This design comes from an exercise in tuning for small area on the open sky130 flow, not from production work.
At most, simulation tests tie the RTL to the original design; equivalence was not proved.
Power figures rest on the tool's default switching activity, not on a simulated workload.

==> run Y: inputs <==
Design regfile_scoreboard, start of the top module:
module regfile_scoreboard #(
    parameter int DATA_W   = 32,
    parameter int ADDR_W   = 5,
    parameter int NUM_RD   = 2,
    parameter int ZERO_REG = 1
) (
    input  logic                     clk,
    input  logic                     rst,
    input  logic [NUM_RD*ADDR_W-1:0] raddr,
    input  logic [NUM_RD-1:0]        ren,
    output logic [NUM_RD*DATA_W-1:0] rdata,
    output logic [NUM_RD-1:0]        rbusy,
    output logic                     stall,
    input  logic                     we,
    input  logic [ADDR_W-1:0]        waddr,
    input  logic [DATA_W-1:0]        wdata,
    input  logic                     set_en,
    input  logic [ADDR_W-1:0]        set_addr,
    input  logic                     flush,
    output logic [ADDR_W:0]          busy_cnt
);
    localparam int DEPTH = 32'd1 << ADDR_W;
    localparam int LO    = (ZERO_REG != 0) ? 1 : 0;
    localparam int NT    = DEPTH + 1 - LO;
    localparam int NG3   = NT / 3;
    localparam int REM   = NT % 3;
    localparam int NG    = NG3 + REM;
    logic [DATA_W-1:0] regs_q [DEPTH];
    logic [DATA_W-1:0] regs_d [DEPTH];
    logic [DEPTH-1:0]  valid_q;
    logic [DEPTH-1:0]  busy_q;
    logic [DEPTH-1:0]  wsel_s;
    logic [DEPTH-1:0]  wsel_n;
    logic [DEPTH-1:0]  ssel_s;
    logic              phase_q;
    logic [DATA_W-1:0] wenc_s;
    always_ff @(posedge clk or posedge rst) begin
        if (rst) phase_q <= 1'b0;
        else     phase_q <= ~phase_q;
    end
    for (genvar b = 0; b < DATA_W; b++) begin : g_wenc
        logic x;
        assign x = ~(wdata[b] ^ phase_q);
        rf_inv u_drv (.a(x), .y(wenc_s[b]));
    end
    localparam int LW = (ADDR_W > 3) ? 3 : ADDR_W;
    localparam int HW = ADDR_W - LW;
    logic [(1 << HW)-1:0] whi_s, whi_n;
    logic [(1 << LW)-1:0] wlo_s, wlo_n;
    always_comb begin
        for (int j = 0; j < (1 << HW); j++) whi_s[j] = we && (waddr >> LW) == ADDR_W'(j);
        for (int j = 0; j < (1 << LW); j++) wlo_s[j] = waddr[LW-1:0] == LW'(j);
        whi_n = ~whi_s;
        wlo_n = ~wlo_s;
    end
    for (genvar i = 0; i < DEPTH; i++) begin : g_wdec
        if (i < LO) begin : g_zero
            assign wsel_s[i] = 1'b0;
            assign wsel_n[i] = 1'b1;
  ...
==> flow/config.mk <==
export PLATFORM = sky130hd
export DESIGN_NAME = regfile_scoreboard
export DESIGN_NICKNAME = regfile_scoreboard
export VERILOG_FILES = /design/flow/design.v
export SDC_FILE = /design/flow/constraint.sdc
export NUM_CORES = 8
export LEC_CHECK = 0
export CAP_MARGIN = 20
export CORE_MARGIN = 2
export CORE_UTILIZATION = 50
export PLACE_DENSITY = 0.62
export SLEW_MARGIN = 20
export SYNTH_HIERARCHICAL = 1
export SYNTH_MINIMUM_KEEP_SIZE = 0
==> flow/constraint.sdc <==
create_clock -name core_clock -period 7.0 [get_ports {clk}]
set_input_delay 1.4000 -clock core_clock [delete_from_list [all_inputs] [get_ports {clk}]]
set_output_delay 1.4000 -clock core_clock [all_outputs]
set_load 0.01 [all_outputs]
standard.sh (not shown) runs the stock make flow with config.mk's settings and CLKGATE_MAP_FILE= SYNTH_SCRIPT=/design/flow/synth_recipe.tcl, a recipe that flattens the netlist after the stock synthesis.
==> flow/flow/run.sh <==
#!/bin/bash
# Layout flow: the standard ORFS flow (unchanged synthesis, floorplan, power
# grid, placement and routing), with settings changed through the stage
# variables ORFS reads from the environment:
#   - ports are buffered with a plain buffer instead of the default pick;
#   - clock tree synthesis uses small clock buffers on compact sink clusters and no dummy loads.
# All tool output goes to standard_flow.log here and to ORFS's own logs under orfs/logs/.
set -euo pipefail
export BUFFER_PORTS_ARGS="-buffer_cell sky130_fd_sc_hd__buf_1"
export CTS_ARGS="-sink_clustering_enable -repair_clock_nets -dont_use_dummy_load -sink_clustering_size 8 -sink_clustering_max_diameter 40 -buf_list sky130_fd_sc_hd__clkbuf_4"
bash standard.sh > standard_flow.log 2>&1
==> run X (differences from run Y) <==
--- a/flow/design.v
+++ b/flow/design.v
@@ -107,15 +107,14 @@
     logic [DEPTH-1:0]  busy_q;
     logic [DEPTH-1:0]  wsel_s;
     logic [DEPTH-1:0]  wsel_n;
     logic [DEPTH-1:0]  ssel_s;
     logic              phase_q;
     logic [DATA_W-1:0] wenc_s;
-    always_ff @(posedge clk or posedge rst) begin
-        if (rst) phase_q <= 1'b0;
-        else     phase_q <= ~phase_q;
+    always_ff @(posedge clk) begin
+        phase_q <= ~phase_q;
     end
     for (genvar b = 0; b < DATA_W; b++) begin : g_wenc
         logic x;
         assign x = ~(wdata[b] ^ phase_q);
         rf_inv u_drv (.a(x), .y(wenc_s[b]));
     end
==> flow/flow/run.sh (replaced) <==
#!/bin/bash
# Layout flow: the standard ORFS flow (unchanged synthesis, floorplan, power
# grid, placement and routing), with settings changed through the stage
# variables ORFS reads from the environment:
#   - ports are buffered with a plain buffer instead of the default pick;
#   - clock tree synthesis uses small clock buffers on compact sink clusters and no dummy loads.
# All tool output goes to standard_flow.log here and to ORFS's own logs under orfs/logs/.
set -euo pipefail
export BUFFER_PORTS_ARGS="-buffer_cell sky130_fd_sc_hd__buf_1"
export CTS_ARGS="-sink_clustering_enable -repair_clock_nets -dont_use_dummy_load -sink_clustering_size 9 -sink_clustering_max_diameter 45 -buf_list sky130_fd_sc_hd__clkbuf_4"
bash standard.sh > standard_flow.log 2>&1
==> run F (differences from run Y) <==
--- a/flow/design.v
+++ b/flow/design.v
@@ -98,14 +98,14 @@
     localparam int DEPTH = 32'd1 << ADDR_W;
     localparam int LO    = (ZERO_REG != 0) ? 1 : 0;
     localparam int NT    = DEPTH + 1 - LO;
     localparam int NG3   = NT / 3;
     localparam int REM   = NT % 3;
     localparam int NG    = NG3 + REM;
-    logic [DATA_W-1:0] regs_q [DEPTH];
-    logic [DATA_W-1:0] regs_d [DEPTH];
+    logic [DATA_W-1:0]            regs_q [DEPTH];
+    logic [DEPTH-1:0][DATA_W-1:0] regs_d;
     logic [DEPTH-1:0]  valid_q;
     logic [DEPTH-1:0]  busy_q;
     logic [DEPTH-1:0]  wsel_s;
     logic [DEPTH-1:0]  wsel_n;
     logic [DEPTH-1:0]  ssel_s;
     logic              phase_q;
@@ -140,16 +140,13 @@
     end
     always_comb begin
         ssel_s = '0;
         for (int i = LO; i < DEPTH; i++) ssel_s[i] = set_en && (set_addr == ADDR_W'(i));
     end
     for (genvar i = 0; i < DEPTH; i++) begin : g_word
-        if (i < LO) begin : g_zero
-            assign regs_q[i] = '0;
-            assign regs_d[i] = '0;
-        end else begin : g_reg
+        if (i >= LO) begin : g_reg
             for (genvar b = 0; b < DATA_W; b++) begin : g_bit
                 rf_hold u_hold (
                     .q (regs_q[i][b]),
                     .w (wenc_s[b]),
                     .s (wsel_s[i]),
                     .sn(wsel_n[i]),
@@ -171,48 +168,50 @@
                 busy_q[i]  <= !flush && ((busy_q[i] && !wsel_s[i]) || ssel_s[i]);
             end
         end
     end
     logic [DEPTH-1:0] bz_ok;
     assign bz_ok = busy_q & wsel_n;
+    logic [NT*DATA_W-1:0] tdat;
+    assign tdat[DATA_W-1:0] = wenc_s;
+    for (genvar i = LO; i < DEPTH; i++) begin : g_tdat
+        assign tdat[(i + 1 - LO)*DATA_W +: DATA_W] = regs_q[i];
+    end
     for (genvar k = 0; k < NUM_RD; k++) begin : g_port
         logic [ADDR_W-1:0] ra;
         logic              byp;
         logic [DEPTH-1:0]  dec;
         logic [NT-1:0]     tsel;
-        logic [DATA_W-1:0] tdat [NT];
         assign ra  = raddr[k*ADDR_W +: ADDR_W];
         assign byp = we && (waddr == ra) && !((ZERO_REG != 0) && (ra == '0));
         logic [(1 << HW)-1:0] rhi;
         logic [(1 << LW)-1:0] rlo;
         always_comb begin
             for (int i = 0; i < DEPTH; i++) dec[i] = (ra == ADDR_W'(i));
             for (int j = 0; j < (1 << HW); j++) rhi[j] = (ra >> LW) == ADDR_W'(j);
             for (int j = 0; j < (1 << LW); j++) rlo[j] = ra[LW-1:0] == LW'(j);
         end
         logic tph;
         assign tph = phase_q & (|tsel);
         assign tsel[0] = byp;
-        assign tdat[0] = wenc_s;
         for (genvar i = LO; i < DEPTH; i++) begin : g_term
             rf_and4 u_sel (.a(rhi[i >> LW]), .b(rlo[i % (1 << LW)]), .c(valid_q[i]), .d(wsel_n[i]),
                            .y(tsel[i + 1 - LO]));
-            assign tdat[i + 1 - LO] = regs_q[i];
         end
         for (genvar b = 0; b < DATA_W; b++) begin : g_bit
             logic [NG-1:0] n;
             for (genvar g = 0; g < NG3; g++) begin : g_grp
                 rf_aoi222 u_aoi (
-                    .a1(tsel[3*g]),     .a2(tdat[3*g][b]),
-                    .b1(tsel[3*g + 1]), .b2(tdat[3*g + 1][b]),
-                    .c1(tsel[3*g + 2]), .c2(tdat[3*g + 2][b]),
+                    .a1(tsel[3*g]),     .a2(tdat[(3*g)*DATA_W + b]),
+                    .b1(tsel[3*g + 1]), .b2(tdat[(3*g + 1)*DATA_W + b]),
+                    .c1(tsel[3*g + 2]), .c2(tdat[(3*g + 2)*DATA_W + b]),
                     .y (n[g])
                 );
             end
             for (genvar r = 0; r < REM; r++) begin : g_rem
-                rf_nand2 u_nand (.a(tsel[3*NG3 + r]), .b(tdat[3*NG3 + r][b]), .y(n[NG3 + r]));
+                rf_nand2 u_nand (.a(tsel[3*NG3 + r]), .b(tdat[(3*NG3 + r)*DATA_W + b]), .y(n[NG3 + r]));
             end
             logic o;
             rf_nand #(.N(NG)) u_or (.a(n), .y(o));
             rf_xor u_ph (.a(o), .t(tph), .y(rdata[k*DATA_W + b]));
         end
         assign rbusy[k] = |(dec & bz_ok);
==> flow/flow/run.sh (replaced) <==
#!/bin/bash
# Layout flow: the standard ORFS flow (unchanged synthesis, floorplan, power
# grid, placement and routing), with settings changed through the stage
# variables ORFS reads from the environment:
#   - ports are buffered with a plain buffer instead of the default pick;
#   - clock tree synthesis uses small clock buffers on compact sink clusters and no dummy loads.
# All tool output goes to standard_flow.log here and to ORFS's own logs under orfs/logs/.
set -euo pipefail
export BUFFER_PORTS_ARGS="-buffer_cell sky130_fd_sc_hd__buf_1"
export CTS_ARGS="-sink_clustering_enable -repair_clock_nets -dont_use_dummy_load -sink_clustering_size 9 -sink_clustering_max_diameter 45 -buf_list sky130_fd_sc_hd__clkbuf_4"
bash standard.sh > standard_flow.log 2>&1
Settings changed: SETUP_SLACK_MARGIN set to 0.35.
==> comparison <==
- Run F finished clean. Run Y finished with setup timing left. Run X completed without violations.
- The lowest sequential share of layout area belongs to run F, the highest to run Y.
- The lowest wire length belongs to run F, the highest to run X.
- Of run F and run Y, run Y has the higher count of clock-buffer cells in the layout (gap 18).
- Of run Y and run X, run Y has the higher combinational power (gap 15%, measured against run X).
- Critical path depth: run F is lower than run Y (2).
- Of run Y and run F, run F has the higher worst setup slack (gap 330 ps).
- Sequential power is about the same in run F and run Y.
- Global-route usage: run F is lower than run X (1.3 points).
- Core utilization: run X is lower than run F (0.13 points).
- Die area is about the same in run X and run F.
- Synthesized cell count is the same in run X and run F.
==> figures <==
metric	run Y	run X	run F
Via density per instance	8.547	8.593	8.519
Post-synth top area share	48.61%	48.67%	48.61%
Proportion of cell area occupied by registers	47.53%	47.43%	47.33%
GR met1 Demand/Resource	59.26%	59.74%	58.77%
Total Die Area	84000 sq um	83990 sq um	84000 sq um
Layout cells sized above 1	11.79%	11.72%	11.80%
Die X	289.8 um	289.8 um	289.8 um
Sw Share	32.22%	31.62%	32.16%
Met2 wire length	82420 um	83390 um	81420 um
Cell count along the critical path	11	10	9
FF-to-FF Start	phase_q$_DFF_PP0_	phase_q$_DFF_P_	phase_q$_DFF_PP0_
Total leakage power	0.01635 uW	0.01652 uW	0.01637 uW
Drt pass-1 iters	19	15	14
Initial antenna violation count	20	14	14
Slew @ Worst Pin	1321 ps	1277 ps	1295 ps
Placed cell count	5058	5076	5061
XOR/XNOR share of the synthesized area	2.230%	2.230%	2.230%
Clock network contribution to total cell area	2.730%	2.425%	2.420%
Result of the run	complete, but fails checks	no timing/DRC/antenna violations	no timing/DRC/antenna violations
Violated checks	setup timing	-	-
Setup repair after global routing missed its margin	false	false	true
Capturing point of the worst reg2reg path	regs_q[22][16]$_DFF_P_	regs_q[13][7]$_DFF_P_	regs_q[16][31]$_DFF_P_
Post-cts sizing count	0	0	4
Clock latency on the worst-skew pair	1130 ps	1150 ps	1070 ps
Function not checked in run Y and run X: the RTL went through the layout flow alone.

## separate check: timing with driven ports
In the flow no input, the clock included, has a driving cell. The finished layouts below were timed again as built, in two steps. Step 1 sets driving cells, clkbuf_16 on the clock port and buf_2 on the other inputs (assumed; they add their load-dependent delay and slew). Step 2, shift: input delay + t, output delay - t, t = (earliest + latest rising clock arrival at the registers) / 2. This alone moves slack from input paths to output paths. a / b / c = no drivers / after step 1 / after step 2; a / b = the first two.
| run | t, ns | slack for setup (ns) | cell pins on the clock port's net |
|---|---|---|---|
| run Y | 1.132 | -0.105 / -0.137 / -0.137 | 1 |
| run X | 1.152 | 0.099 / 0.021 / 0.021 | 1 |
| run F | 1.081 | 0.227 / 0.173 / 0.173 | 1 |
The setup slack of run X, which loses most, moves by -0.078 ns with the drivers and by -0.078 ns with both steps.
